Source: an optimization exercise on an open RTL-to-GDS flow (aim: small area). Production flows keep margins and buffers that such runs may drop.
Function was checked by simulation only, so behaviour that the tests miss may differ from the original.
No activity file was given, so power comes from the tool's default toggle rates.

==> design.v <==
`default_nettype none
package xdom_pkg;
  typedef struct packed {
    logic [8:0] unused;
    logic       ext_en;
    logic       thr_en;
    logic       disc_en;
    logic       disc_pol;
    logic       lt;
    logic       gt;
    logic       et;
  } trig_conf_t;
  typedef struct packed {
    logic [6:0] rsvd_hi;
    logic       disc_bitslip;
    logic       rsvd_7;
    logic       l1_bitslip;
    logic       l1_ce;
    logic       l1_inc;
    logic       rsvd_3;
    logic       l0_bitslip;
    logic       l0_ce;
    logic       l0_inc;
  } io_cmd_t;
  typedef union packed {
    logic [15:0] raw;
    trig_conf_t  trig_conf;
    io_cmd_t     io_cmd;
  } reg_word_u;
endpackage
`default_nettype wire
`timescale 1ns/1ps
`default_nettype none
module xdom_regs (
  input  logic                         clk,
  input  logic                         rst,
  input  logic [12-1:0]       i_adr,
  input  logic                         i_wr,
  input  logic [16-1:0]      i_wr_data,
  output xdom_pkg::trig_conf_t         o_trig_conf,
  output logic [11:0]                  o_trig_thr,
  output logic                         o_trig_sw,
  output logic                         o_trig_pulse,
  output logic                         o_arm,
  output logic [24-1:0]  o_sw_mask,
  output logic [24-1:0]  o_arm_mask,
  output logic [24-1:0]  o_pulse_mask,
  output logic [5-1:0]       o_io_sel,
  output xdom_pkg::io_cmd_t            o_io_cmd,
  output logic [6-1:0]   o_pulse_single,
  output logic [6-1:0]   o_pulse_en,
  output logic [31:0]                  o_pulse_period,
  output logic                         o_period_chg,
  output logic                         o_pg_start,
  output logic [28-1:0]    o_pg_addr,
  output logic                         o_pg_optype,
  output logic                         o_ddr3_sys_rst,
  output logic [5-1:0]       o_scaler_sel
);
  logic [16-1:0] wd;
  assign wd = rst ? '0 : i_wr_data;
  logic we_conf, we_thr, we_sw_hi, we_sw_lo, we_arm_hi, we_arm_lo, we_trig_cmd;
  logic we_io_sel, we_io_cmd, we_pm_hi, we_pm_lo, we_single, we_pg_hi, we_pg_lo;
  logic we_optype, we_pg_cmd, we_ddr3, we_sc_sel, we_per_hi, we_per_lo, we_pen;
  assign we_conf     = i_wr && i_adr == 12'hbfe;
  assign we_thr      = i_wr && i_adr == 12'hbfd;
  assign we_sw_hi    = i_wr && i_adr == 12'hbfc;
  assign we_sw_lo    = i_wr && i_adr == 12'hbfb;
  assign we_arm_hi   = i_wr && i_adr == 12'hbfa;
  assign we_arm_lo   = i_wr && i_adr == 12'hbf9;
  assign we_trig_cmd = i_wr && i_adr == 12'hbf8;
  assign we_io_sel   = i_wr && i_adr == 12'hbe6;
  assign we_io_cmd   = i_wr && i_adr == 12'hbe5;
  assign we_pm_hi    = i_wr && i_adr == 12'hbd0;
  assign we_pm_lo    = i_wr && i_adr == 12'hbcf;
  assign we_single   = i_wr && i_adr == 12'hbce;
  assign we_pg_hi    = i_wr && i_adr == 12'hbcd;
  assign we_pg_lo    = i_wr && i_adr == 12'hbcc;
  assign we_optype   = i_wr && i_adr == 12'hbcb;
  assign we_pg_cmd   = i_wr && i_adr == 12'hbca;
  assign we_ddr3     = i_wr && i_adr == 12'hbc9;
  assign we_sc_sel   = i_wr && i_adr == 12'hbb8;
  assign we_per_hi   = i_wr && i_adr == 12'hbb3;
  assign we_per_lo   = i_wr && i_adr == 12'hbb2;
  assign we_pen      = i_wr && i_adr == 12'hbb1;
  always_ff @(posedge clk) begin
    if (rst || we_conf)   o_trig_conf <= wd[6:0];
    if (rst || we_thr)    o_trig_thr <= wd[11:0];
    if (rst || we_sw_hi)  o_sw_mask[24-1:16] <= wd[24-17:0];
    if (rst || we_sw_lo)  o_sw_mask[15:0] <= wd;
    if (rst || we_arm_hi) o_arm_mask[24-1:16] <= wd[24-17:0];
    if (rst || we_arm_lo) o_arm_mask[15:0] <= wd;
    if (rst || we_io_sel) o_io_sel <= wd[5-1:0];
    if (rst || we_pm_hi)  o_pulse_mask[24-1:16] <= wd[24-17:0];
    if (rst || we_pm_lo)  o_pulse_mask[15:0] <= wd;
    if (rst || we_pg_hi)  o_pg_addr[28-1:16] <= wd[28-17:0];
    if (rst || we_pg_lo)  o_pg_addr[15:0] <= wd;
    if (rst || we_optype) o_pg_optype <= wd[0];
    if (rst || we_ddr3)   o_ddr3_sys_rst <= wd[0];
    if (rst || we_sc_sel) o_scaler_sel <= wd[5-1:0];
    if (rst || we_per_hi) o_pulse_period[31:16] <= wd;
    if (rst || we_per_lo) o_pulse_period[15:0] <= wd;
    if (rst || we_pen)    o_pulse_en <= wd[6-1:0];
  end
  always_ff @(posedge clk) begin
    o_trig_sw      <= we_trig_cmd && wd[0];
    o_arm          <= we_trig_cmd && wd[1];
    o_trig_pulse   <= we_single && !rst;
    o_pulse_single <= we_single ? wd[6-1:0] : '0;
    o_io_cmd       <= we_io_cmd ? {7'b0, wd[8], 1'b0, wd[6:4], 1'b0, wd[2:0]} : '0;
    o_pg_start     <= we_pg_cmd && wd[0];
    o_period_chg   <= !rst && ((we_per_hi && i_wr_data != o_pulse_period[31:16]) ||
                               (we_per_lo && i_wr_data != o_pulse_period[15:0]));
  end
endmodule
`default_nettype wire
`timescale 1ns/1ps
`default_nettype none
module xdom_rd_mux (
  input  logic                                          clk,
  input  logic                                          rst,
  input  logic [12-1:0]                        i_adr,
  output logic [16-1:0]                       o_rd_data,
  input  xdom_pkg::trig_conf_t                          i_trig_conf,
  input  logic [11:0]                                   i_trig_thr,
  input  logic [24-1:0]                   i_sw_mask,
  input  logic [24-1:0]                   i_arm_mask,
  input  logic [24-1:0]                   i_pulse_mask,
  input  logic [5-1:0]                        i_io_sel,
  input  xdom_pkg::io_cmd_t                             i_io_cmd,
  input  logic [6-1:0]                    i_pulse_single,
  input  logic [6-1:0]                    i_pulse_en,
  input  logic [31:0]                                   i_pulse_period,
  input  logic [28-1:0]                     i_pg_addr,
  input  logic                                          i_pg_optype,
  input  logic                                          i_ddr3_sys_rst,
  input  logic [5-1:0]                        i_scaler_sel,
  input  logic [16-1:0]                       i_vnum,
  input  logic [24-1:0]                   i_wvb_armed,
  input  logic [24-1:0][32-1:0] i_disc_scaler,
  input  logic                                          i_pg_status
);
  logic [32-1:0] scaler_q;
  xdom_pkg::reg_word_u       rd_word;
  logic [32-1:0] scaler_d;
  always_comb begin
    scaler_d = '0;
    for (int ch = 0; ch < 24; ch++)
      scaler_d = scaler_d |
        ({32{!rst && i_scaler_sel == 5'(ch)}} & i_disc_scaler[ch]);
  end
  always_ff @(posedge clk) begin
    scaler_q <= scaler_d;
  end
  always_comb begin
    rd_word.raw = '0;
    case (i_adr)
      12'hfff: rd_word.raw = i_vnum;
      12'hbfe: rd_word.trig_conf = i_trig_conf;
      12'hbfd: rd_word.raw = 16'(i_trig_thr);
      12'hbfc: rd_word.raw = 16'(i_sw_mask[24-1:16]);
      12'hbfb: rd_word.raw = i_sw_mask[15:0];
      12'hbfa: rd_word.raw = 16'(i_arm_mask[24-1:16]);
      12'hbf9: rd_word.raw = i_arm_mask[15:0];
      12'hbf6: rd_word.raw = 16'(i_wvb_armed[24-1:16]);
      12'hbf5: rd_word.raw = i_wvb_armed[15:0];
      12'hbe6: rd_word.raw = 16'(i_io_sel);
      12'hbe5: rd_word.io_cmd = i_io_cmd;
      12'hbd0: rd_word.raw = 16'(i_pulse_mask[24-1:16]);
      12'hbcf: rd_word.raw = i_pulse_mask[15:0];
      12'hbce: rd_word.raw = 16'(i_pulse_single);
      12'hbcd: rd_word.raw = 16'(i_pg_addr[28-1:16]);
      12'hbcc: rd_word.raw = i_pg_addr[15:0];
      12'hbcb: rd_word.raw = 16'(i_pg_optype);
      12'hbca: rd_word.raw = 16'(i_pg_status);
      12'hbc9: rd_word.raw = 16'(i_ddr3_sys_rst);
      12'hbb8: rd_word.raw = 16'(i_scaler_sel);
      12'hbb7: rd_word.raw = scaler_q[31:16];
      12'hbb6: rd_word.raw = scaler_q[15:0];
      12'hbb3: rd_word.raw = i_pulse_period[31:16];
      12'hbb2: rd_word.raw = i_pulse_period[15:0];
      12'hbb1: rd_word.raw = 16'(i_pulse_en);
      default: ;
    endcase
  end
  assign o_rd_data = rd_word.raw;
endmodule
`default_nettype wire
`timescale 1ns/1ps
`default_nettype none
module io_ctrl_demux (
  input  logic                          clk,
  input  logic                          rst,
  input  logic [5-1:0]        i_io_sel,
  input  xdom_pkg::io_cmd_t             i_io_cmd,
  output logic [2*24-1:0] o_adc_delay_ce,
  output logic [2*24-1:0] o_adc_delay_inc,
  output logic [2*24-1:0] o_adc_bitslip,
  output logic [24-1:0]   o_discr_bitslip
);
  logic [6:0]             cmd_qn;   
  logic [5-1:0] sel_q;
  logic [24-1:0] hit_n;
  always_ff @(posedge clk) begin
    if (rst || i_io_sel >= 5'(24)) begin
      cmd_qn <= '1;
    end else begin
      cmd_qn <= ~{i_io_cmd.disc_bitslip,
                  i_io_cmd.l1_bitslip, i_io_cmd.l1_ce, i_io_cmd.l1_inc,
                  i_io_cmd.l0_bitslip, i_io_cmd.l0_ce, i_io_cmd.l0_inc};
    end
  end
  always_ff @(posedge clk) begin
    sel_q <= i_io_sel;
  end
  always_comb begin
    for (int ch = 0; ch < 24; ch++) begin
      if (ch < 16) hit_n[ch] = !(sel_q == 5'(ch));
      else         hit_n[ch] = !(sel_q[4] && sel_q[2:0] == 3'(ch));
    end
  end
  always_comb begin
    for (int ch = 0; ch < 24; ch++) begin
      o_adc_delay_inc[2*ch +: 2] = ~({2{hit_n[ch]}} | {cmd_qn[3], cmd_qn[0]});
      o_adc_delay_ce[2*ch +: 2]  = ~({2{hit_n[ch]}} | {cmd_qn[4], cmd_qn[1]});
      o_adc_bitslip[2*ch +: 2]   = ~({2{hit_n[ch]}} | {cmd_qn[5], cmd_qn[2]});
      o_discr_bitslip[ch]        = ~(hit_n[ch] | cmd_qn[6]);
    end
  end
endmodule
`default_nettype wire
`timescale 1ns/1ps
`default_nettype none
module pulser_timer (
  input  logic                        clk,
  input  logic                        rst,
  input  logic [31:0]                 i_period,
  input  logic                        i_period_chg,
  input  logic [6-1:0]  i_enable,
  input  logic [6-1:0]  i_single,
  output logic [6-1:0]  o_pulser_trig
);
  logic [31:0] count;
  logic [31:0] count_inc;
  logic        tick;
  logic        restart;
  logic        wrap;
  assign restart   = (i_period == '0) || i_period_chg;
  assign count_inc = count + 32'd1;
  assign wrap      = (count_inc == i_period);
  always_ff @(posedge clk) begin
    if (restart || wrap) count <= '0;
    else                 count <= count_inc;
  end
  always_ff @(posedge clk) begin
    if (rst) tick <= 1'b0;
    else     tick <= !restart && wrap;
  end
  assign o_pulser_trig = i_single | ({6{tick}} & i_enable);
endmodule
`default_nettype wire
`timescale 1ns/1ps
`default_nettype none
module page_req_fsm (
  input  logic clk,
  input  logic rst,
  input  logic i_start,
  input  logic i_mem_enable,
  input  logic i_ack,
  output logic o_req,
  output logic o_status
);
  typedef enum logic {
    IDLE,
    REQUEST
  } state_t;
  state_t state;
  logic   ack_meta;
  logic   ack_sync;
  always_ff @(posedge clk) begin
    if (rst) begin
      ack_meta <= 1'b0;
      ack_sync <= 1'b0;
    end else begin
      ack_meta <= i_ack;
      ack_sync <= ack_meta;
    end
  end
  always_ff @(posedge clk) begin
    if (rst) begin
      state <= IDLE;
    end else begin
      case (state)
        IDLE: if (i_start && i_mem_enable && !ack_sync) state <= REQUEST;
        REQUEST: if (ack_sync || !i_mem_enable) state <= IDLE;
        default: state <= IDLE;
      endcase
    end
  end
  assign o_req    = (state == REQUEST);
  assign o_status = o_req | ack_sync;
endmodule
`default_nettype wire
`timescale 1ns/1ps
`default_nettype none
module xdom_top (
  input  logic                                          clk,
  input  logic                                          rst,
  input  logic [12-1:0]                        i_adr,
  input  logic                                          i_wr,
  input  logic [16-1:0]                       i_wr_data,
  input  logic [16-1:0]                       i_vnum,
  input  logic [24-1:0]                   i_wvb_armed,
  input  logic [24-1:0][32-1:0] i_disc_scaler,
  input  logic                                          i_pg_ack,
  output logic [16-1:0]                       o_rd_data,
  output logic [16+11:0]                      o_trig_bundle,
  output logic [24-1:0]                   o_trig_run,
  output logic [24-1:0]                   o_wvb_arm,
  output logic [2*24-1:0]                 o_adc_delay_ce,
  output logic [2*24-1:0]                 o_adc_delay_inc,
  output logic [2*24-1:0]                 o_adc_bitslip,
  output logic [24-1:0]                   o_discr_bitslip,
  output logic [6-1:0]                    o_pulser_trig,
  output logic [28-1:0]                     o_pg_req_addr,
  output logic                                          o_pg_optype,
  output logic                                          o_pg_req,
  output logic                                          o_ddr3_sys_rst
);
  xdom_pkg::trig_conf_t              trig_conf;
  xdom_pkg::io_cmd_t                 io_cmd;
  logic [11:0]                       trig_thr;
  logic [24-1:0]       sw_mask;
  logic [24-1:0]       arm_mask;
  logic [24-1:0]       pulse_mask;
  logic [5-1:0]            io_sel;
  logic [5-1:0]            scaler_sel;
  logic [6-1:0]        pulse_single;
  logic [6-1:0]        pulse_en;
  logic [31:0]                       pulse_period;
  logic                              pg_start;
  logic                              trig_sw, trig_pulse, arm, period_chg;
  logic                              pg_status;
  assign o_trig_bundle = {trig_thr, trig_conf};
  assign o_trig_run = ({24{trig_sw}} & sw_mask) |
                      ({24{trig_pulse}} & pulse_mask);
  assign o_wvb_arm  = {24{arm}} & arm_mask;
  xdom_regs xdom_regs_i (
    .clk(clk), .rst(rst), .i_adr(i_adr), .i_wr(i_wr), .i_wr_data(i_wr_data),
    .o_trig_conf(trig_conf), .o_trig_thr(trig_thr),
    .o_trig_sw(trig_sw), .o_trig_pulse(trig_pulse), .o_arm(arm),
    .o_sw_mask(sw_mask), .o_arm_mask(arm_mask), .o_pulse_mask(pulse_mask),
    .o_io_sel(io_sel), .o_io_cmd(io_cmd),
    .o_pulse_single(pulse_single), .o_pulse_en(pulse_en), .o_pulse_period(pulse_period),
    .o_period_chg(period_chg), .o_pg_start(pg_start), .o_pg_addr(o_pg_req_addr), .o_pg_optype(o_pg_optype),
    .o_ddr3_sys_rst(o_ddr3_sys_rst), .o_scaler_sel(scaler_sel)
  );
  xdom_rd_mux xdom_rd_mux_i (
    .clk(clk), .rst(rst), .i_adr(i_adr), .o_rd_data(o_rd_data),
    .i_trig_conf(trig_conf), .i_trig_thr(trig_thr),
    .i_sw_mask(sw_mask), .i_arm_mask(arm_mask), .i_pulse_mask(pulse_mask),
    .i_io_sel(io_sel), .i_io_cmd(io_cmd),
    .i_pulse_single(pulse_single), .i_pulse_en(pulse_en), .i_pulse_period(pulse_period),
    .i_pg_addr(o_pg_req_addr), .i_pg_optype(o_pg_optype),
    .i_ddr3_sys_rst(o_ddr3_sys_rst), .i_scaler_sel(scaler_sel),
    .i_vnum(i_vnum), .i_wvb_armed(i_wvb_armed), .i_disc_scaler(i_disc_scaler),
    .i_pg_status(pg_status)
  );
  io_ctrl_demux io_ctrl_demux_i (
    .clk(clk), .rst(rst), .i_io_sel(io_sel), .i_io_cmd(io_cmd),
    .o_adc_delay_ce(o_adc_delay_ce), .o_adc_delay_inc(o_adc_delay_inc),
    .o_adc_bitslip(o_adc_bitslip), .o_discr_bitslip(o_discr_bitslip)
  );
  pulser_timer pulser_timer_i (
    .clk(clk), .rst(rst), .i_period(pulse_period), .i_period_chg(period_chg), .i_enable(pulse_en),
    .i_single(pulse_single), .o_pulser_trig(o_pulser_trig)
  );
  page_req_fsm page_req_fsm_i (
    .clk(clk), .rst(rst), .i_start(pg_start), .i_mem_enable(o_ddr3_sys_rst),
    .i_ack(i_pg_ack), .o_req(o_pg_req), .o_status(pg_status)
  );
endmodule
`default_nettype wire
==> flow/run.sh <==
#!/bin/bash
# The standard layout (standard.sh), with two changes:
#  - synthesis is the standard one except that ABC maps the logic with an
#    area-oriented script (flow/abc_area.script) instead of the speed script;
#    the flip-flops are mapped before ABC runs, so they are untouched;
#  - each port is buffered by the smallest buffer cell instead of the default
#    delay buffer.
set -euo pipefail
here=$(pwd)

# Standard synthesis script with only the abc script swapped
sed 's#log_cmd abc {\*}\$abc_args#log_cmd abc {*}[lreplace $abc_args 1 1 '"$here"'/flow/abc_area.script]#' \
  "$FLOW_HOME/scripts/synth.tcl" > my_synth_core.tcl
grep -q 'flow/abc_area.script' my_synth_core.tcl
sed 's#source \$::env(SCRIPTS_DIR)/synth.tcl#source '"$here"'/my_synth_core.tcl#' synth_recipe.tcl > my_synth.tcl
grep -q 'my_synth_core.tcl' my_synth.tcl
sed 's#/synth_recipe\.tcl#/my_synth.tcl#' standard.sh > my_standard.sh
grep -q 'SYNTH_SCRIPT=[^ ]*/my_synth.tcl' my_standard.sh

export BUFFER_PORTS_ARGS="-buffer_cell sky130_fd_sc_hd__buf_1"
bash my_standard.sh "$@" > standard_flow.log 2>&1
==> flow/abc_area.script <==
&get -n
&st
&dch
&nf -R 1000 -p -C 32 -F 8 -A 4
&put
mfs2
&get -n
&st
&dch
&nf -R 1000 -p -C 32 -F 8 -A 4
&put
mfs2
&get -n
&st
&dch
&nf -R 1000 -p -C 32 -F 8 -A 4
&put
==> standard.sh <==
#!/bin/bash
# synth_recipe.tcl (not shown) runs the flow's synth.tcl, then flattens the netlist and writes it again
# the make line also repeats each setting of config.mk as NAME=value (left out here)
make -C /OpenROAD-flow-scripts/flow DESIGN_CONFIG=/design/flow/config.mk WORK_HOME=/design/flow/orfs CLKGATE_MAP_FILE= SYNTH_SCRIPT=/design/flow/synth_recipe.tcl "${@:-finish}"
==> config.mk <==
export PLATFORM = sky130hd
export DESIGN_NAME = xdom_top
export DESIGN_NICKNAME = xdom_top
export VERILOG_FILES = /design/flow/design.v
export SDC_FILE = /design/flow/constraint.sdc
export NUM_CORES = 4
export LEC_CHECK = 0
export CAP_MARGIN = 0
export CORE_AREA = 5 5 325 325
export CTS_BUF_LIST = sky130_fd_sc_hd__clkbuf_4 sky130_fd_sc_hd__clkbuf_8
export DIE_AREA = 0 0 330 330
export SLEW_MARGIN = 0
==> constraint.sdc <==
create_clock -name core_clock -period 10.0 [get_ports {clk}]
set_input_delay 2.0000 -clock core_clock [delete_from_list [all_inputs] [get_ports {clk}]]
set_output_delay 2.0000 -clock core_clock [all_outputs]
set_load 0.01 [all_outputs]
==> results by group, run 1 <==
Worst setup path
  • CP top delay family: simple AND/OR/NAND/NOR gates
  • Worst setup SP type: input pin
  • Setup slack, reg-to-reg: 5.53 ns
  • Buf/Inv on CP: 2
  • Critical path class: input pin to output port
  • Critical path fanouts, max: 18
  • Critical path arrival: 4.85 ns
  • CP max stage cell: nor2_2
  • Worst EP required: around 8 ns
  • Critical Path End Type: output port
  • Worst-path cell chain: buf_1 -> nand3_1 -> or2_0 -> or4_1 -> nor2_2 -> a221oi_1 -> nand4_1 -> buf_1
  • Most used cell along the critical path: buf_1
  • CP max stage delay: 0.88 ns

Yosys
  • Yosys Warn Count: 5
  • Most frequent cell after synthesis: nor2_1
  • Synth top area share: 33.7%
  • Ys async rst share: 0%
  • Post-synthesis sequential area ratio: 46.8%
  • Syn avg cell area: approximately 10 µm²
  • Cell count after synthesis: between 1000 and 1500
  • Post-synth top cells: nor2_1 (279), a222oi_1 (218), edfxtp_1 (169), a22oi_1 (125), dfxtp_1 (98)
  • Area leader, netlist: edfxtp_1
  • Yosys reg bits: ~270
  • Synth Flop Type: edfxtp_1
  • Post-synth EDFFs: between 150 and 200
  • Synthesized area: 0.0150 mm²
  • Unique masters post-synth: 43
  • Synth top area cells: edfxtp_1 (34%), a222oi_1 (15%), dfxtp_1 (13%)

CTS
  • Clock Sinks: roughly 270
  • CTS tree: built
  • Hold_buf cts: 0
  • Clk root buf: clkbuf_8
  • Clock Tree Buf Depth: 3
  • Post-CTS Setup Bufs: 0
  • CTS clock-pin slew for the worst setup and hold paths: around 0.07 ns
  • H-Tree Depth: 2
  • Number of CTS-inserted buffers: 50
  • CTS resizes: 0
  • Clock Latency Late Sink: around 0.7 ns

Placed design
  • Hpwl dp: between 100000 and 150000 µm
  • IO Port Bufs: 1127
  • Pre-CTS setup slack: 3.29 ns
  • Routability cong.: 1.03

Timing
  • Slew @ Worst Pin: 1.32 ns
  • Fin Clk Skew: approximately 0.073 ns
  • Min Tclk post-route: a little under 7 ns
  • Crit share post-route: around two thirds
  • Fmax: about 150 MHz
  • Final setup vio count: 0
  • RSZ-0062 raised after global routing: false
  • Max-slew headroom: between 10% and 20%
  • Final Hold Slack: between 0.3 and 0.4 ns
  • Setup ws final: between 3 and 4 ns
  • Setup TNS: 0 ns
  • Final Slew Violations: 0
  • Final hold violations: 0

Finish
  • Fillers: ~11000
  • Final cell utilization of the core: between 20% and 30%
  • Layout cells sized above 1: about 6.4%
  • Final-stage net count: between 3000 and 4000
  • Area Overhead vs Synth: 51.8%

Drt
  • Vias per cell: ~5.3
  • # DRC: 0
  • Vias: between 20000 and 25000
  • Routed len/inst: ~40 µm
  • Routed Antenna Nets: 0
  • Final Routed Wirelength: 166000 µm
  • Drt initial violations: 4089
  • Drt pass-1 iters: 9

Die
  • Starting Density: ~15%
  • Core area: between 0.1 and 0.15 mm²
  • Io pins: ~1100
  • Die Wd: ~330 µm
  • Row Count: 117
  • Die height: between 300 and 400 µm
  • Die area: around 0.11 mm²

GRT
  • Grt met3 use: 10.6%
  • GR Overflow Total: 0
  • Met2 GRT Util: between 40% and 50%
  • Largest net degree at the start of global routing: between 40 and 50
  • Initial antenna violation count: 84
  • Layer with the highest usage: met2
  • Vias in the first global route: around 20000
  • Total track usage: ~28%
  • First-pass GRT wire length: between 200000 and 250000 µm
  • GRT met1 Usage: about a third

Power and ir drop
  • Leakage: roughly 0.007 µW
  • Final Power: around 3200 µW
  • Peak supply drop: around 86 µV
  • Power per cell area: about 140 mW/mm²

Run status
  • Status: timing/DRC/antenna clean

Job
  • Max Cap Viol: 0

Hold path
  • Hold crit path type: register to register
[where the power goes]
group	internal (µW)	leakage [µW]	total, µW	switching, µW
combinational	153	0.00394	446	292
sequential	1270	0.00243	1440	163
clock	760	0.000618	1340	576
[state kept, by name, indices dropped and copies added, names as in the netlist, 5 cells and up]
register / count
xdom_regs_i.o_arm_mask: 24
xdom_regs_i.o_trig_thr: 12
xdom_regs_i.o_pg_addr: 28
xdom_regs_i.o_pulse_period: 32
xdom_regs_i.o_io_cmd: 7
pulser_timer_i.count: 32
xdom_regs_i.o_pulse_single: 6
xdom_regs_i.o_pulse_en: 6
io_ctrl_demux_i.sel_q: 5
xdom_regs_i.o_io_sel: 5
xdom_rd_mux_i.scaler_q: 32
xdom_regs_i.o_sw_mask: 24
xdom_regs_i.o_pulse_mask: 24
xdom_regs_i.o_scaler_sel: 5
io_ctrl_demux_i.cmd_qn: 7
xdom_regs_i.o_trig_conf: 7
[cell families (layout without fill, tap and decap cells)]
group,after synthesis,after routing,share of synthesized area [%]
and+or+nand+nor,648,648,20.5
xor gates and xnor gates,81,81,4.72
DFF,267,267,46.8
other,1,40,0.0249
AOI/OAI and AO/OA,469,469,27.4
buffers and inverters,10,1271,0.474
adders and majority gates,1,1,0.0832
[layout by cell type, fill, tap and decap left out, drive strengths merged, types with 2 or more instances in the layout]
cell type / Yosys / routed
a211oi: 6 / 6
a21o: 23 / 23
a21oi: 8 / 8
a221oi: 31 / 31
a222oi: 218 / 218
a22o: 43 / 43
a22oi: 125 / 125
and2: 25 / 25
and3: 13 / 13
buf: 9 / 1174
bufinv: 0 / 9
clkbuf: 0 / 60
clkinv: 1 / 21
clkinvlp: 0 / 4
conb: 1 / 9
dfxtp: 98 / 98
diode: 0 / 31
edfxtp: 169 / 169
inv: 0 / 3
nand2: 70 / 70
nand2b: 9 / 9
nand3: 84 / 84
nand3b: 2 / 2
nand4: 69 / 69
nand4b: 3 / 3
nor2: 279 / 279
nor2b: 33 / 33
nor3: 19 / 19
nor4: 26 / 26
o2111ai: 3 / 3
o21ai: 7 / 7
or2: 4 / 4
or3: 5 / 5
xnor2: 20 / 20
xor2: 61 / 61
[path summary, 6_finish.rpt]
| kind | startpoint | to | depth (start not counted) |
|---|---|---|---|
| min reg2reg | xdom_regs_i.o_io_sel[0] | io_ctrl_demux_i.sel_q[0] | 0 |
| min | xdom_regs_i.o_io_sel[0] | io_ctrl_demux_i.sel_q[0] | 0 |
| max reg2reg | pulser_timer_i.count[0] | pulser_timer_i.count[3] | 18 |
| max | i_adr[11] | o_rd_data[7] | 8 |
[stage by stage]
step | cell area [µm²] | std cells
2_1_floorplan | 15100 | 1485
3_3_place_gp | 21500 | 4020
3_5_place_dp | 21500 | 4020
4_1_cts | 22700 | 4114
5_1_grt | 22800 | 4125
6_report | 22800 | 4145
[cell type report]
type	instances	area, µm²	area share, %
clock inverters	36	448	1.96
flip-flops and latches	267	7040	30.8
multi-input cells	1208	8180	35.8
inverters	1	3.75	0.0164
repair buffers	1176	4600	20.2
diodes	31	77.6	0.340
well taps	1368	1710	7.50
clock buffers	58	767	3.36
[routing by layer]
layer,routed length [µm],part of all wire (%)
met2,75000,45
met5,247,0.15
met1,63200,38
met3,19600,12
met4,7820,4.7
==> run 2: changes to the inputs <==
--- a/design.v
+++ b/design.v
@@ -242,4 +242,3 @@
 );
-  logic [31:0] count;
-  logic [31:0] count_inc;
+  logic [31:0] rem;
   logic        tick;
@@ -247,8 +246,7 @@
   logic        wrap;
-  assign restart   = (i_period == '0) || i_period_chg;
-  assign count_inc = count + 32'd1;
-  assign wrap      = (count_inc == i_period);
+  assign restart = (i_period == '0) || i_period_chg;
+  assign wrap    = (rem == 32'd1);
   always_ff @(posedge clk) begin
-    if (restart || wrap) count <= '0;
-    else                 count <= count_inc;
+    if (restart || wrap) rem <= i_period;
+    else                 rem <= rem - 32'd1;
   end
--- a/config.mk
+++ b/config.mk
@@ -9,3 +9,5 @@
 export CORE_AREA = 5 5 325 325
-export CTS_BUF_LIST = sky130_fd_sc_hd__clkbuf_4 sky130_fd_sc_hd__clkbuf_8
+export CTS_BUF_LIST = sky130_fd_sc_hd__clkbuf_8
+export CTS_CLUSTER_DIAMETER = 50
+export CTS_CLUSTER_SIZE = 14
 export DIE_AREA = 0 0 330 330
==> run 2 against run 1 <==
Routed wire length decreased by 7.5%. Critical path depth increased by 2. Clock-buffer cell count fell by 16. Setup slack got worse by 0.44 ns. Sequential power is 3% lower. Final area decreased by 2.0%. Combinational power decreased by 4%. Register-to-register slack gained 0.65 ns. First-iteration DRC count fell by 7.9%. Area after synthesis shrank 1.1%. Clock skew is 0.052 ns lower. Largest cell class unchanged.
==> results by group, run 2 <==
Run status
  • Status: timing/DRC/antenna clean

Timing
  • Final hold violations: 0 (unchanged)
  • RSZ-0062 raised after global routing: false
  • Slew @ Worst Pin: 1.38 ns (+0.0648 ns)
  • Final Slew Violations: 0 (unchanged)
  • Setup TNS: 0 ns (unchanged)
  • Fin Clk Skew: 0.0213 ns (-0.0516 ns)
  • Fmax: 137 MHz (-6.0%)
  • Crit share post-route: 72.9% (+4.4 points)
  • Final Hold Slack: 0.410 ns (+0.0168 ns)
  • Max-slew headroom: 7.54% (-4.5 points)
  • Final setup vio count: 0 (unchanged)
  • Min Tclk post-route: 7.29 ns (+0.437 ns)

Power and ir drop
  • Power per cell area: 126 mW/mm² (-10%)
  • Leakage: 0.00677 µW (-3.1%)
  • Peak supply drop: 91.2 µV (+6.3%)

CTS
  • Post-CTS Setup Bufs: 0 (unchanged)
  • Number of CTS-inserted buffers: 40 (-20%)
  • Clock Latency Late Sink: 0.63 ns (-0.07 ns)
  • Hold_buf cts: 0 (unchanged)
  • Clk root buf: clkbuf_8
  • CTS tree: built
  • CTS resizes: 0 (unchanged)
  • Clock Sinks: 267 (unchanged)
  • H-Tree Depth: 2 (unchanged)
  • Clock Tree Buf Depth: 3 (unchanged)
  • CTS clock-pin slew for the worst setup and hold paths: 0.08 ns (about the same)

Die
  • Io pins: 1137 (unchanged)
  • Core area: 0.102 mm² (unchanged)
  • Row Count: 117 (unchanged)
  • Die area: 0.109 mm² (unchanged)
  • Die height: 330 µm (unchanged)
  • Starting Density: 14.6% (-0.16 points)
  • Die Wd: 330 µm (unchanged)

GRT
  • Initial antenna violation count: 83 (-1.2%)
  • First-pass GRT wire length: 192000 µm (-5.5%)
  • Total track usage: 26.1% (-2.2 points)
  • Largest net degree at the start of global routing: 62 (+41%)
  • GR Overflow Total: 0 (unchanged)
  • Vias in the first global route: 20500 (+0.47%)

Drt
  • Drt initial violations: 3768 (-7.9%)
  • # DRC: 0 (unchanged)
  • Vias: 21700 (-1.9%)
  • Routed Antenna Nets: 0 (unchanged)
  • Routed len/inst: 37.3 µm (-6.8%)
  • Drt pass-1 iters: 10 (+1)
  • Final Routed Wirelength: 153000 µm (-7.5%)
  • Vias per cell: 5.27 (-1.2%)

Yosys
  • Unique masters post-synth: 41 (-4.7%)
  • Area leader, netlist: edfxtp_1
  • Cell count after synthesis: 1459 (-1.2%)
  • Synthesized area: 0.0149 mm² (-1.1%)
  • Synth Flop Type: edfxtp_1
  • Post-synthesis sequential area ratio: 47.3% (+0.51 points)
  • Yosys Warn Count: 5 (unchanged)
  • Post-synth top cells: nor2_1 (273), a222oi_1 (210), edfxtp_1 (169), a22oi_1 (105), dfxtp_1 (98)
  • Synth top area cells: edfxtp_1 (34%), a222oi_1 (14%), dfxtp_1 (13%)
  • Ys async rst share: 0% (unchanged)
  • Yosys reg bits: 267 (unchanged)
  • Synth top area share: 34.1% (+0.37 points)
  • Post-synth EDFFs: 169 (unchanged)
  • Most frequent cell after synthesis: nor2_1
  • Syn avg cell area: 10.2 µm² (+0.15%)

Hold path
  • Hold Path Depth: 1 (+1)
  • Hold crit path type: register to register

Finish
  • Fillers: 11400 (-0.37%)
  • Most frequent cells in the layout: buf_1 (1126), nor2_1 (251), a222oi_1 (210), edfxtp_1 (169), a22oi_1 (105)
  • Final-stage net count: 3523 (-0.62%)
  • Area Overhead vs Synth: 50.3%
  • Final std cells w/o fill: 4116 (-0.70%)
  • Layout cells sized above 1: 5.79% (-0.66 points)
  • Seq. cell area: 0.00704 mm² (unchanged)
  • Multi-input gate area: 0.00801 mm² (-2.1%)
  • Final cell utilization of the core: 22.0% (-0.45 points)
  • Leading cell type in the layout, fill and taps excluded: buf_1
  • Largest regs: pulser_timer_i.rem x32, xdom_rd_mux_i.scaler_q x32, xdom_regs_i.o_pulse_period x32

Worst setup path
  • CP max stage delay: 0.89 ns (about the same)
  • Critical path class: input pin to output port
  • Worst setup SP type: input pin
  • Depth of the most critical reg-to-reg path: 9 (-9)
  • Critical path fanouts, max: 17 (-1)
  • Critical path arrival: 5.29 ns (+0.44 ns)
  • Worst EP required: 8.00 ns (about the same)
  • Critical Path Stages: 10 (+2)
  • Buf/Inv on CP: 2 (unchanged)
  • Worst-path cell chain: buf_1 -> nand3_1 -> or2_0 -> nand3b_1 -> or4_1 -> nor2_2 -> a22oi_1 -> and4_1 -> nand4_1 -> buf_1
  • Critical Path End Type: output port
  • Most used cell along the critical path: buf_1
  • CP max stage cell: nor2_2
  • CP top delay family: simple AND/OR/NAND/NOR gates
  • Setup slack, reg-to-reg: 6.18 ns (+0.65 ns)

Placed design
  • Hpwl dp: 126000 µm (-9.1%)
  • Routability cong.: 1.07 (+3.8%)
  • IO Port Bufs: 1127 (unchanged)
  • Cell count after placement: 4007 (-0.32%)

Job
  • Max Cap Viol: 0 (unchanged)
==> run 2: metal layers <==
| layer | share of wire, % | GRT usage [%] | routed length (µm) |
|---|---|---|---|
| met1 | 37 | 31.8 | 57500 |
| met2 | 44 | 40.9 | 68100 |
| met3 | 12 | 8.83 | 18100 |
| met4 | 6.2 | 13.3 | 9510 |
| met5 | 0.13 | 0 | 197 |
==> run 2: layout make-up <==
class | count | share of cell area [%]
Multi-Input combinational cell | 1188 | 35.8
Sequential cell | 267 | 31.5
Timing Repair Buffer | 1181 | 20.7
Tap cell | 1368 | 7.65
Clock buffer | 42 | 2.58
Clock inverter | 31 | 1.31
Antenna cell | 36 | 0.403
Inverter | 3 | 0.0504
==> run 2: worst paths after layout <==
check,endpoint,start
hold / removal,io_ctrl_demux_i.cmd_qn[2],xdom_regs_i.o_io_cmd[2]
setup / recovery,o_rd_data[4],i_adr[8]
setup reg to reg,xdom_rd_mux_i.scaler_q[9],xdom_regs_i.o_scaler_sel[3]
hold reg to reg,io_ctrl_demux_i.cmd_qn[2],xdom_regs_i.o_io_cmd[2]
==> run 2: power breakdown <==
group,switching (µW),total [µW],internal [µW],leakage (µW)
sequential,121,1390,1270,0.00243
combinational,284,428,145,0.00388
clock,566,1010,439,0.000460
==> run 2: stage by stage <==
step | instance area [µm²] | setup WS [ns] | total power [µW]
finish | 22400 | 2.71 | 2830
global route | 22300 | 2.59 | 2940
CTS | 22300 | 2.83 | 2860
detailed placement | 21400 | 2.84 | 1840
global placement | 21400 | 2.82 | 1840
floorplan | 14900 | 3.41 | 1470
==> run 2: worst reg2reg max path, cell delays in order (launching register included) <==
cell      delay [ns]
edfxtp_1        0.69
nand2b_1        0.47
nor2_1          0.07
nand2_1         0.29
nor2_4          0.24
buf_4           0.31
a222oi_1        0.78
nand3_1         0.29
a221oi_1        0.38
nand4_1         0.15
==> run 2: logic make-up after synthesis <==
family	after synthesis	synth area share, %
other	1	0.0252
AND/OR/NAND/NOR	634	20.2
multiplexers	3	0.227
flip-flops	267	47.3
AO/OA/AOI/OAI	480	28.0
XOR/XNOR	60	3.53
buffers and inverters	12	0.530
adder cells (fa/ha/maj)	2	0.168
==> run 3: changes to the inputs <==
--- a/flow/run.sh
+++ b/flow/run.sh
@@ -1,3 +1,3 @@
 #!/bin/bash
-# The standard layout (standard.sh), with two changes:
+# The standard layout (standard.sh), with these changes:
 #  - synthesis is the standard one except that ABC maps the logic with an
@@ -6,3 +6,3 @@
 #  - each port is buffered by the smallest buffer cell instead of the default
-#    delay buffer.
+#    delay buffer;
 set -euo pipefail
@@ -20,2 +20,4 @@
 export BUFFER_PORTS_ARGS="-buffer_cell sky130_fd_sc_hd__buf_1"
+export CTS_ARGS="-sink_clustering_enable -repair_clock_nets -dont_use_dummy_load \
+  -buf_list sky130_fd_sc_hd__clkbuf_8 -sink_clustering_size 14 -sink_clustering_max_diameter 50"
 bash my_standard.sh "$@" > standard_flow.log 2>&1
--- a/config.mk
+++ b/config.mk
@@ -7,3 +7,3 @@
 export LEC_CHECK = 0
-export CAP_MARGIN = 0
+export CAP_MARGIN = 10
 export CORE_AREA = 5 5 325 325
@@ -13,2 +13,2 @@
 export DIE_AREA = 0 0 330 330
-export SLEW_MARGIN = 0
+export SLEW_MARGIN = 10
==> run 3 against run 2 <==
Still clean on timing, DRC and antenna. Global-route usage decreased by 0.11 points. Clock skew increased by 0.044 ns. Setup slack got worse by 0.0092 ns. Clock power decreased by 23%. Final cell count decreased by 0.83%. Combinational power about the same. Die area unchanged. Critical path depth unchanged. First-iteration DRC count increased by 9.0%.
==> results by group, run 3 <==
Run status
  • Status: timing/DRC/antenna clean

Yosys
  • Mux share of post-synthesis cell area: 0.227% (unchanged)
  • Area leader, netlist: edfxtp_1
  • Ys async rst share: 0% (unchanged)
  • Post-Synth Adder-Cell Area: 0.168% (unchanged)
  • Post-synth top cells: nor2_1 (273), a222oi_1 (210), edfxtp_1 (169), a22oi_1 (105), dfxtp_1 (98)
  • Most frequent cell after synthesis: nor2_1
  • Synth top area share: 34.1% (unchanged)
  • Synthesized area: 0.0149 mm² (unchanged)
  • Synth Flop Type: edfxtp_1
  • Yosys reg bits: 267 (unchanged)
  • Cell count after synthesis: 1459 (unchanged)
  • Post-synth EDFFs: 169 (unchanged)
  • Syn avg cell area: 10.2 µm² (unchanged)
  • Yosys Warn Count: 5 (unchanged)
  • Post-synthesis compound-gate area fraction: 28.0% (unchanged)
  • Synth top area cells: edfxtp_1 (34%), a222oi_1 (14%), dfxtp_1 (13%)
  • Post-synthesis sequential area ratio: 47.3% (unchanged)
  • Largest family of logic cells by synthesized area: compound AO/OA/AOI/OAI gates
  • XOR/XNOR share of the synthesized area: 3.53% (unchanged)
  • Unique masters post-synth: 41 (unchanged)
  • Post-Synth Simple-Gate Area: 20.2% (unchanged)

Finish
  • Final-stage net count: 3523 (unchanged)
  • Largest regs: pulser_timer_i.rem x32, xdom_rd_mux_i.scaler_q x32, xdom_regs_i.o_pulse_period x32
  • Area Overhead vs Synth: 48.2%
  • Final instance area: 0.0220 mm² (-1.4%)
  • Most frequent cells in the layout: buf_1 (1126), nor2_1 (250), a222oi_1 (210), edfxtp_1 (169), a22oi_1 (105)
  • Multi-input gate area: 0.00802 mm² (+0.11%)
  • Leading cell type in the layout, fill and taps excluded: buf_1
  • Seq. cell area: 0.00704 mm² (unchanged)
  • Final std cells w/o fill: 4082 (-0.83%)
  • Fillers: 11400 (-0.044%)
  • Layout cells sized above 1: 4.93% (-0.86 points)

Power and ir drop
  • Peak supply drop: 83.0 µV (-9.0%)
  • Final Power: 2600 µW (-8.2%)
  • Register share of total power: 53.7% (+4.4 points)
  • Clock Power Share: 29.8% (-5.7 points)
  • Power per cell area: 118 mW/mm² (-6.8%)
  • Sw Pwr: 826 µW (-15%)
  • Sw frac: 31.8% (-2.5 points)
  • Internal power: 1770 µW (-4.6%)
  • Logic pwr share: 16.5% (+1.3 points)
  • Leakage: 0.00660 µW (-2.5%)

Worst setup path
  • Setup slack, reg-to-reg: 6.13 ns (-0.05 ns)
  • CP max stage cell: nor2_2
  • Buf/Inv on CP: 2 (unchanged)
  • CP max stage delay: 0.90 ns (about the same)
  • CP top delay family: simple AND/OR/NAND/NOR gates
  • Critical path arrival: 5.30 ns (about the same)
  • Critical path class: input pin to output port
  • Critical path fanouts, max: 17 (unchanged)
  • Worst EP required: 8.00 ns (about the same)
  • Critical Path Stages: 10 (unchanged)
  • Worst-path cell chain: buf_1 -> nand3_1 -> or2_0 -> nand3b_1 -> or4_1 -> nor2_2 -> a22oi_1 -> and4_1 -> nand4_1 -> buf_1
  • Most used cell along the critical path: buf_1
  • Worst setup SP type: input pin
  • Reg2reg start: xdom_regs_i.o_scaler_sel[3]
  • Depth of the most critical reg-to-reg path: 9 (unchanged)
  • Critical Path End Type: output port
  • Worst r2r dst: xdom_rd_mux_i.scaler_q[24]

CTS
  • Clock Sinks: 267 (unchanged)
  • Clock Tree Buf Depth: 3 (unchanged)
  • CTS resizes: 0 (unchanged)
  • Clock Latency Late Sink: 0.61 ns (-0.02 ns)
  • Hold_buf cts: 0 (unchanged)
  • H-Tree Depth: 2 (unchanged)
  • Post-CTS Setup Bufs: 0 (unchanged)
  • CTS tree: built
  • Clk root buf: clkbuf_8
  • CTS clock-pin slew for the worst setup and hold paths: 0.08 ns (about the same)
  • Number of CTS-inserted buffers: 40 (unchanged)

Drt
  • Vias per cell: 5.34 (+1.2%)
  • Vias: 21800 (+0.38%)
  • Final Routed Wirelength: 153000 µm (-0.26%)
  • # DRC: 0 (unchanged)
  • Drt initial violations: 4107 (+9.0%)
  • Routed len/inst: 37.5 µm (+0.57%)
  • Routed Antenna Nets: 0 (unchanged)
  • Drt pass-1 iters: 13 (+3)

Die
  • Row Count: 117 (unchanged)
  • Io pins: 1137 (unchanged)
  • Die area: 0.109 mm² (unchanged)
  • Die height: 330 µm (unchanged)
  • Die Wd: 330 µm (unchanged)
  • Starting Density: 14.6% (unchanged)
  • Core area: 0.102 mm² (unchanged)

GRT
  • GR Overflow Total: 0 (unchanged)
  • First-pass GRT wire length: 191000 µm (-0.29%)
  • Vias in the first global route: 20300 (-0.81%)
  • Largest net degree at the start of global routing: 62 (unchanged)
  • Total track usage: 25.9% (-0.11 points)
  • Initial antenna violation count: 82 (-1.2%)

Timing
  • Final hold violations: 0 (unchanged)
  • Fmax: 137 MHz (-0.13%)
  • Fin Clk Skew: 0.0651 ns (+0.0438 ns)
  • Final setup vio count: 0 (unchanged)
  • Final Slew Violations: 0 (unchanged)
  • Setup TNS: 0 ns (unchanged)
  • Min Tclk post-route: 7.30 ns (+0.00917 ns)
  • RSZ-0062 raised after global routing: false
  • Max-slew headroom: 15.2% (+7.7 points)
  • Crit share post-route: 73.0% (+0.092 points)
  • Slew @ Worst Pin: 1.27 ns (-0.113 ns)

Placed design
  • Hpwl dp: 126000 µm (about the same)
  • IO Port Bufs: 1127 (unchanged)
  • Area post-placement: 0.0214 mm² (unchanged)
  • Routability cong.: 1.07 (unchanged)
  • Cell count after placement: 4007 (unchanged)

Hold path
  • Hold crit path type: register to register
  • Hold Path Depth: 1 (unchanged)
  • Worst hold start: xdom_regs_i.o_io_cmd[0]
  • Worst Hold Endpoint: io_ctrl_demux_i.cmd_qn[0]

Job
  • Max Cap Viol: 0 (unchanged)
run 3: changes by cell type in the layout (fill, tap and decap cells not counted), sizes merged:
cell / previous run / this run
inv: 21 / 0
clkinv: 12 / 3
clkbuf: 43 / 41
clkinvlp: 1 / 0
diode: 36 / 35
run 3: cell families after synthesis:
| family | after synthesis |
|---|---|
| buf+inv | 12 |
| simple gates | 634 |
| other cells | 1 |
| compound gates | 480 |
| mux | 3 |
| fa+ha+maj | 2 |
| flops | 267 |
| xor+xnor | 60 |
run 3: how the worst max path moves through the flow:
| stage | startpoint | slack, ns | end |
|---|---|---|---|
| floorplan | i_adr[9] | 3.41 | o_rd_data[0] |
| global placement | i_adr[8] | 2.82 | o_rd_data[4] |
| detailed placement | i_adr[8] | 2.84 | o_rd_data[4] |
| CTS | i_adr[8] | 2.84 | o_rd_data[4] |
| global route | i_adr[8] | 2.61 | o_rd_data[4] |
| finish | i_adr[8] | 2.70 | o_rd_data[4] |
run 3: cell type report:
type | count | area share (%)
multi-input cells | 1188 | 36.4
inverters | 3 | 0.0511
clock buffers | 40 | 2.50
repair buffers | 1181 | 21.0
flip-flops and latches | 267 | 31.9
diodes | 35 | 0.397
well taps | 1368 | 7.76
run 3: worst reg2reg max path: cells and delay by family (launching register included):
family | cells | cell delay, ns
AO/OA/AOI/OAI | 2 | 1.18
flip-flops | 1 | 0.69
buffers and inverters | 1 | 0.31
AND/OR/NAND/NOR | 6 | 1.49
run 3: metrics by stage:
stage                     utilization, %  hold slack [ns]  setup WS (ns)
after floorplan                        -            0.348           3.41
after global placement              21.0            0.398           2.82
after detailed placement            21.0            0.398           2.84
after CTS                           21.6            0.405           2.84
after global routing                21.6            0.393           2.61
final                               21.7            0.373           2.70
run 3: metal layers:
layer	share of wire, %	wire length [µm]	GRT usage, %
met5	0.15	224	0
met4	5.3	8080	11.7
met3	13	19300	8.82
met2	45	69300	41.7
met1	37	56100	31.5
run 3: power groups by stage:
stage | Sequential [µW] | Clock [µW] | Combinational (µW)
2_1_floorplan | 1350 | 0 | 123
3_3_place_gp | 1430 | 0 | 416
3_5_place_dp | 1420 | 0 | 419
4_1_cts | 1400 | 805 | 422
5_1_grt | 1400 | 848 | 450
6_report | 1400 | 774 | 428
==> run 4: changes to the inputs <==
--- a/config.mk
+++ b/config.mk
@@ -13,2 +13,3 @@
 export DIE_AREA = 0 0 330 330
+export GPL_TIMING_DRIVEN = 0
 export SLEW_MARGIN = 10
==> run 4 against run 3 <==
Still clean. Utilization grew 0.30 points. Final cell count barely moved. Combinational power up 4%. Largest power group unchanged.
==> results by group, run 4 <==
Worst setup path
  • Reg2reg start: xdom_regs_i.o_scaler_sel[0]
  • Worst r2r dst: xdom_rd_mux_i.scaler_q[23]
  • CP max stage delay: 0.87 ns (-0.03 ns)
  • Setup crit end: o_rd_data[2]
  • Critical path arrival: 5.25 ns (-0.05 ns)
  • Critical Path End Type: output port
  • Worst setup SP type: input pin
  • Worst-path cell chain: buf_1 -> nand3_1 -> or2_0 -> nor2_1 -> nand2_1 -> or4b_1 -> nor2_1 -> a22oi_1 -> and4_1 -> nand4_1 -> buf_1
  • CP max stage cell: nor2_1
  • Setup slack, reg-to-reg: 5.81 ns (-0.32 ns)
  • Depth of the most critical reg-to-reg path: 10 (+1)
  • Critical path class: input pin to output port
  • Worst setup path start: i_adr[8]
  • Worst EP required: 8.00 ns (about the same)
  • Critical path fanouts, max: 13 (-4)

CTS
  • CTS resizes: 0 (unchanged)
  • CTS tree: built
  • CTS clock-pin slew for the worst setup and hold paths: 0.10 ns (+0.02 ns)
  • Clk root buf: clkbuf_8
  • Clock Tree Buf Depth: 3 (unchanged)
  • Clock Sinks: 267 (unchanged)
  • Clock Latency Late Sink: 0.58 ns (-0.03 ns)
  • Number of CTS-inserted buffers: 23 (-43%)
  • Hold_buf cts: 0 (unchanged)
  • H-Tree Depth: 1 (-1)
  • Post-CTS Setup Bufs: 0 (unchanged)

Finish
  • Final-stage net count: 3525 (+0.057%)
  • Layout cells sized above 1: 5.22% (+0.29 points)
  • Leading cell type in the layout, fill and taps excluded: buf_1
  • Largest regs: pulser_timer_i.rem x32, xdom_rd_mux_i.scaler_q x32, xdom_regs_i.o_pulse_period x32
  • Most frequent cells in the layout: buf_1 (1125), nor2_1 (248), a222oi_1 (210), edfxtp_1 (169), a22oi_1 (105)
  • Final std cells w/o fill: 4085 (+0.073%)
  • Fillers: 11500 (+0.40%)
  • Seq. cell area: 0.00704 mm² (about the same)
  • Final instance area: 0.0224 mm² (+1.4%)
  • Multi-input gate area: 0.00802 mm² (about the same)
  • Final cell utilization of the core: 22.0% (+0.30 points)
  • Area Overhead vs Synth: 50.2%

Power and ir drop
  • Leakage: 0.00667 µW (+1.2%)
  • Peak supply drop: 82.3 µV (-0.78%)
  • Final Power: 2370 µW (-8.6%)
  • Power per cell area: 106 mW/mm² (-9.9%)

Timing
  • Crit share post-route: 72.5% (-0.50 points)
  • Setup TNS: 0 ns (unchanged)
  • Max-slew headroom: 8.95% (-6.3 points)
  • Fin Clk Skew: 0.0385 ns (-0.0266 ns)
  • Final hold violations: 0 (unchanged)
  • Fmax: 138 MHz (+0.69%)
  • Final setup vio count: 0 (unchanged)
  • Slew @ Worst Pin: 1.36 ns (+0.0946 ns)
  • Final Slew Violations: 0 (unchanged)
  • RSZ-0062 raised after global routing: false
  • Min Tclk post-route: 7.25 ns (-0.0500 ns)

Yosys
  • Post-Synth Simple-Gate Area: 20.2% (unchanged)
  • Post-synthesis compound-gate area fraction: 28.0% (unchanged)
  • Synth top area share: 34.1% (unchanged)
  • Yosys Warn Count: 5 (unchanged)
  • Mux share of post-synthesis cell area: 0.227% (unchanged)
  • Post-Synth Adder-Cell Area: 0.168% (unchanged)
  • Syn avg cell area: 10.2 µm² (unchanged)
  • Most frequent cell after synthesis: nor2_1
  • Largest family of logic cells by synthesized area: compound AO/OA/AOI/OAI gates
  • Cell count after synthesis: 1459 (unchanged)
  • Ys async rst share: 0% (unchanged)
  • Synthesized area: 0.0149 mm² (unchanged)
  • Post-synth EDFFs: 169 (unchanged)
  • Post-synthesis sequential area ratio: 47.3% (unchanged)
  • Post-synth top cells: nor2_1 (273), a222oi_1 (210), edfxtp_1 (169), a22oi_1 (105), dfxtp_1 (98)
  • Area leader, netlist: edfxtp_1
  • Unique masters post-synth: 41 (unchanged)
  • Synth Flop Type: edfxtp_1
  • Synth top area cells: edfxtp_1 (34%), a222oi_1 (14%), dfxtp_1 (13%)
  • Yosys reg bits: 267 (unchanged)
  • XOR/XNOR share of the synthesized area: 3.53% (unchanged)

Drt
  • Drt pass-1 iters: 13 (unchanged)
  • Vias per cell: 5.28 (-0.99%)
  • Final Routed Wirelength: 150000 µm (-2.1%)
  • # DRC: 0 (unchanged)
  • Drt initial violations: 4210 (+2.5%)
  • Routed len/inst: 36.7 µm (-2.2%)
  • Vias: 21600 (-0.91%)
  • Routed Antenna Nets: 0 (unchanged)

Die
  • Die area: 0.109 mm² (unchanged)
  • Starting Density: 14.6% (unchanged)
  • Io pins: 1137 (unchanged)
  • Row Count: 117 (unchanged)
  • Die height: 330 µm (unchanged)
  • Core area: 0.102 mm² (unchanged)
  • Die Wd: 330 µm (unchanged)

GRT
  • First-pass GRT wire length: 187000 µm (-2.2%)
  • Initial antenna violation count: 77 (-6.1%)
  • Largest net degree at the start of global routing: 41 (-34%)
  • Total track usage: 25.3% (-0.68 points)
  • Vias in the first global route: 20200 (-0.48%)
  • GR Overflow Total: 0 (unchanged)

Placed design
  • IO Port Bufs: 1127 (unchanged)
  • Routability cong.: 1.01 (-5.9%)
  • Hpwl dp: 128000 µm (+1.7%)
  • Cell count after placement: 4026 (+0.47%)
  • Area post-placement: 0.0219 mm² (+2.5%)

Job
  • Max Cap Viol: 0 (unchanged)

Hold path
  • Hold crit path type: register to register

Run status
  • Status: timing/DRC/antenna clean
==> run 4: changes by cell type in the layout (fill, tap and decap cells not counted), sizes merged <==
cell,before,now
clkbuf,41,23
buf,1180,1199
diode,35,36
clkdlybuf4s18,0,1
==> run 4: where the power goes <==
group	total (µW)	internal, µW	switching [µW]
logic	447	152	295
registers	1360	1270	87.4
clock network	566	206	360
==> run 4: per-layer routing <==
metal	routed length, µm	GRT usage (%)	up-vias
li1	-	-	8733
met1	58300	32.2	10700
met2	67500	40.4	1897
met3	16300	6.66	288
met4	7670	10.9	20
met5	118	0	-
==> run 4: worst min-delay path by stage <==
stage	endpoint	from	slack, ns	cells past startpoint
2_1_floorplan	io_ctrl_demux_i.sel_q[2]	xdom_regs_i.o_io_sel[2]	0.35	0
3_3_place_gp	io_ctrl_demux_i.sel_q[1]	xdom_regs_i.o_io_sel[1]	0.36	0
3_5_place_dp	io_ctrl_demux_i.sel_q[1]	xdom_regs_i.o_io_sel[1]	0.37	0
4_1_cts	io_ctrl_demux_i.cmd_qn[2]	xdom_regs_i.o_io_cmd[2]	0.38	1
5_1_grt	io_ctrl_demux_i.cmd_qn[2]	xdom_regs_i.o_io_cmd[2]	0.40	1
6_report	io_ctrl_demux_i.cmd_qn[2]	xdom_regs_i.o_io_cmd[2]	0.39	1
==> run 4: per-stage QoR <==
step           setup slack [ns]  hold slack, ns
6_report                   2.75           0.386
5_1_grt                    2.64           0.395
4_1_cts                    2.85           0.385
3_5_place_dp               2.87           0.368
3_3_place_gp              -2.25           0.358
2_1_floorplan              3.41           0.348
==> run 4: final cells by class <==
| class | instances | area share, % |
|---|---|---|
| timing repair buffer | 1191 | 22.8 |
| multi-input combinational | 1188 | 35.9 |
| sequential | 267 | 31.5 |
| antenna | 36 | 0.403 |
| inverter | 3 | 0.0504 |
| tap | 1368 | 7.66 |
| clock buffer | 23 | 1.42 |
| buffer | 9 | 0.302 |
==> run 4: critical path: cells and delay by family <==
kind,cells,cell delay (ns)
AOI/OAI and AO/OA,1,0.20
buffers and inverters,2,0.34
and+or+nand+nor,8,2.70
==> run 4: logic make-up (layout without fill, tap and decap cells) <==
logic type               Yosys count  count (layout)
AO/OA/AOI/OAI                    480             480
flip-flops                       267             267
buffers and inverters             12            1226
adder cells (fa/ha/maj)            2               2
AND/OR/NAND/NOR                  634             634
XOR/XNOR                          60              60
multiplexers                       3               3
other                              1              45
==> run 5: changes to the inputs <==
--- a/config.mk
+++ b/config.mk
@@ -13,3 +13,3 @@
 export DIE_AREA = 0 0 330 330
-export GPL_TIMING_DRIVEN = 0
+export PLACE_DENSITY = 0.75
 export SLEW_MARGIN = 10
==> run 5 against run 4 <==
Setup slack gained 0.043 ns. Clock power increased by about 40%. Clock-buffer cell count increased by 18. Worst hold slack gained 0.015 ns. Register-to-register slack improved by 0.24 ns. Combinational power down 2%. Maximum frequency rose by 0.60%. Sequential power grew 3%. Highest routed layer unchanged. Power rose by 11%. Non-clock buffer count decreased by 10. First-iteration DRC count down 4.9%.
==> results by group, run 5 <==
Timing
  • Final Slew Violations: 0 (unchanged)
  • Final hold violations: 0 (unchanged)
  • Fmax: 139 MHz (+0.60%)
  • Final setup vio count: 0 (unchanged)
  • Slew @ Worst Pin: 1.27 ns (-0.0920 ns)
  • Setup TNS: 0 ns (unchanged)
  • Fin Clk Skew: 0.0798 ns (+0.0412 ns)
  • Min Tclk post-route: 7.21 ns (-0.0433 ns)
  • RSZ-0062 raised after global routing: false
  • Crit share post-route: 72.1% (-0.43 points)
  • Max-slew headroom: 15.2% (+6.3 points)

Finish
  • Most frequent cells in the layout: buf_1 (1126), nor2_1 (251), a222oi_1 (210), edfxtp_1 (169), a22oi_1 (105)
  • Final instance area: 0.0221 mm² (-0.99%)
  • Final-stage net count: 3533 (+0.23%)
  • Final std cells w/o fill: 4097 (+0.29%)
  • Leading cell type in the layout, fill and taps excluded: buf_1
  • Area Overhead vs Synth: 48.7%
  • Largest regs: pulser_timer_i.rem x32, xdom_rd_mux_i.scaler_q x32, xdom_regs_i.o_pulse_period x32
  • Layout cells sized above 1: 5.17% (-0.053 points)
  • Fillers: 11500 (+0.44%)

CTS
  • Clock Latency Late Sink: 0.63 ns (+0.05 ns)
  • Number of CTS-inserted buffers: 41 (+78%)
  • Clk root buf: clkbuf_8
  • CTS tree: built
  • Clock Sinks: 267 (unchanged)
  • CTS resizes: 0 (unchanged)
  • Post-CTS Setup Bufs: 0 (unchanged)
  • Clock Tree Buf Depth: 3 (unchanged)
  • H-Tree Depth: 2 (+1)
  • Hold_buf cts: 0 (unchanged)
  • CTS clock-pin slew for the worst setup and hold paths: 0.07 ns (-0.03 ns)

Die
  • Io pins: 1137 (unchanged)
  • Row Count: 117 (unchanged)
  • Die height: 330 µm (unchanged)
  • Starting Density: 14.6% (unchanged)
  • Die area: 0.109 mm² (unchanged)
  • Die Wd: 330 µm (unchanged)
  • Core area: 0.102 mm² (unchanged)

Drt
  • Vias per cell: 5.39 (+2.1%)
  • Routed Antenna Nets: 0 (unchanged)
  • Drt initial violations: 4002 (-4.9%)
  • # DRC: 0 (unchanged)
  • Drt pass-1 iters: 11 (-2)
  • Final Routed Wirelength: 163000 µm (+8.8%)
  • Vias: 22100 (+2.4%)
  • Routed len/inst: 39.8 µm (+8.5%)

GRT
  • GR Overflow Total: 0 (unchanged)
  • Initial antenna violation count: 92 (+19%)
  • First-pass GRT wire length: 201000 µm (+7.6%)
  • Total track usage: 27.8% (+2.5 points)
  • Vias in the first global route: 20700 (+2.6%)
  • Largest net degree at the start of global routing: 48 (+17%)

Power and ir drop
  • Final Power: 2630 µW (+11%)
  • Internal power: 1780 µW (+9.1%)
  • Register share of total power: 53.2% (-4.1 points)
  • Power per cell area: 119 mW/mm² (+12%)
  • Sw Pwr: 846 µW (+14%)
  • Leakage: 0.00664 µW (-0.48%)
  • Sw frac: 32.2% (+0.93 points)
  • Clock Power Share: 30.1% (+6.2 points)
  • Peak supply drop: 89.1 µV (+8.2%)
  • Logic pwr share: 16.7% (-2.1 points)

Yosys
  • Cell count after synthesis: 1459 (unchanged)
  • Syn avg cell area: 10.2 µm² (unchanged)
  • Synthesized area: 0.0149 mm² (unchanged)
  • Unique masters post-synth: 41 (unchanged)
  • Synth top area share: 34.1% (unchanged)
  • Yosys Warn Count: 5 (unchanged)
  • Synth top area cells: edfxtp_1 (34%), a222oi_1 (14%), dfxtp_1 (13%)
  • Most frequent cell after synthesis: nor2_1
  • Synth Flop Type: edfxtp_1
  • Area leader, netlist: edfxtp_1
  • Yosys reg bits: 267 (unchanged)
  • Ys async rst share: 0% (unchanged)
  • Post-synth top cells: nor2_1 (273), a222oi_1 (210), edfxtp_1 (169), a22oi_1 (105), dfxtp_1 (98)
  • Post-synthesis sequential area ratio: 47.3% (unchanged)
  • Post-synth EDFFs: 169 (unchanged)

Worst setup path
  • Worst r2r dst: xdom_rd_mux_i.scaler_q[19]
  • Depth of the most critical reg-to-reg path: 8 (-2)
  • Setup slack, reg-to-reg: 6.05 ns (+0.24 ns)
  • Worst-path cell chain: buf_1 -> nand3_1 -> or2_0 -> nand3b_1 -> or4_1 -> nor2_2 -> a22oi_1 -> and4_1 -> nand4_1 -> buf_1
  • Critical path fanouts, max: 17 (+4)
  • CP max stage delay: 0.87 ns (about the same)
  • Critical path arrival: 5.21 ns (-0.04 ns)
  • Critical Path End Type: output port
  • Worst setup SP type: input pin
  • CP max stage cell: nor2_2
  • Critical path class: input pin to output port
  • Reg2reg start: xdom_regs_i.o_scaler_sel[0]
  • Most used cell along the critical path: buf_1
  • Worst EP required: 8.00 ns (about the same)

Hold path
  • Worst Hold Endpoint: io_ctrl_demux_i.cmd_qn[1]
  • Worst hold start: xdom_regs_i.o_io_cmd[1]
  • Hold Path Depth: 1 (unchanged)
  • Hold crit path type: register to register

Placed design
  • Area post-placement: 0.0215 mm² (-2.2%)
  • Routability cong.: 1.01 (-0.32%)
  • Hpwl dp: 136000 µm (+6.2%)
  • Cell count after placement: 4016 (-0.25%)
  • IO Port Bufs: 1127 (unchanged)

Run status
  • Status: timing/DRC/antenna clean

Job
  • Max Cap Viol: 0 (unchanged)
## run 5: changes by cell type in the layout (fill, tap and decap cells not counted), sizes merged
| cell | previous run | this run |
|---|---|---|
| diode | 36 | 40 |
| buf | 1199 | 1189 |
| clkdlybuf4s18 | 1 | 0 |
| clkbuf | 23 | 42 |
## run 5: power by group through the flow
| stage | combinational (µW) | clock, µW | sequential [µW] |
|---|---|---|---|
| global route | 456 | 858 | 1400 |
| global placement | 424 | 0 | 1420 |
| CTS | 431 | 822 | 1400 |
| detailed placement | 429 | 0 | 1420 |
| finish | 437 | 791 | 1400 |
| floorplan | 123 | 0 | 1350 |
## run 5: cell type report
class	count	area [µm²]	area share (%)
sequential	267	7040	31.8
antenna	40	100	0.452
tap	1368	1710	7.73
timing repair buffer	1190	4700	21.3
inverter	3	11.3	0.0509
clock buffer	41	564	2.55
multi-input combinational	1188	8000	36.2
## run 5: worst max-delay path by stage
| stage | start | end | slack, ns |
|---|---|---|---|
| global route | i_adr[9] | o_rd_data[1] | 2.78 |
| detailed placement | i_adr[9] | o_rd_data[4] | 2.88 |
| global placement | i_adr[9] | o_rd_data[4] | 2.95 |
| finish | i_adr[9] | o_rd_data[4] | 2.79 |
| CTS | i_adr[9] | o_rd_data[4] | 2.87 |
| floorplan | i_adr[9] | o_rd_data[0] | 3.41 |
## run 5: cells by family after synthesis
logic type	count (synthesis)	synth area share [%]
other	1	0.0252
buffers and inverters	12	0.530
adder cells (fa/ha/maj)	2	0.168
AO/OA/AOI/OAI	480	28.0
XOR/XNOR	60	3.53
AND/OR/NAND/NOR	634	20.2
flip-flops	267	47.3
multiplexers	3	0.227
## run 5: per-layer routing
metal / track usage [%] / part of all wire (%) / vias to the layer above
met1: 33.6 / 37 / 10900
met4: 16.2 / 6.7 / 14
met3: 5.54 / 9.4 / 389
met5: 0 / 0.061 / -
met2: 45.9 / 47 / 2039
li1: - / - / 8756
## run 5: critical path: cells and delay by family
kind / cells / cell delay, ns
AND/OR/NAND/NOR: 7 / 2.70
AO/OA/AOI/OAI: 1 / 0.20
buffers and inverters: 2 / 0.29
## run 5: metrics by stage
| step | hold WS [ns] | utilization [%] | setup WS (ns) |
|---|---|---|---|
| finish | 0.400 | 21.8 | 2.79 |
| global route | 0.409 | 21.7 | 2.78 |
| CTS | 0.406 | 21.7 | 2.87 |
| detailed placement | 0.392 | 21.1 | 2.88 |
| global placement | 0.381 | 21.1 | 2.95 |
| floorplan | 0.348 | - | 3.41 |

what the ideal ports hide:
Ports are ideal in the flow. The routed layouts listed here were re-timed in OpenROAD. Step 1: set_driving_cell puts a clkbuf_16 on clk and a buf_2 on each other input, an assumption about the parent block. Step 2, shift: input delay + t, output delay - t, t = (earliest + latest rising clock arrival at the registers) / 2. This alone moves slack from input paths to output paths. Slacks: no drivers / after step 1 / after step 2; pairs: no drivers / after step 1.
run	shift t [ns]	slack for setup (ns)	worst setup path after step 2	worst data-port slew with drivers (ns)	pins driven straight from the clock port
run 1	0.728	3.145 / 3.107 / 3.107	input to output	0.45	1
run 2	0.669	2.708 / 2.678 / 2.678	input to output	0.61	1
run 3	0.631	2.699 / 2.667 / 2.667	input to output	0.43	1
run 4	0.593	2.749 / 2.720 / 2.720	input to output	0.48	1
run 5	0.643	2.792 / 2.758 / 2.758	input to output	0.36	1
After both steps setup and hold are still met in every run listed. For run 1, which loses most, drivers alone change the setup slack by -0.038 ns; drivers and shift together by -0.038 ns.
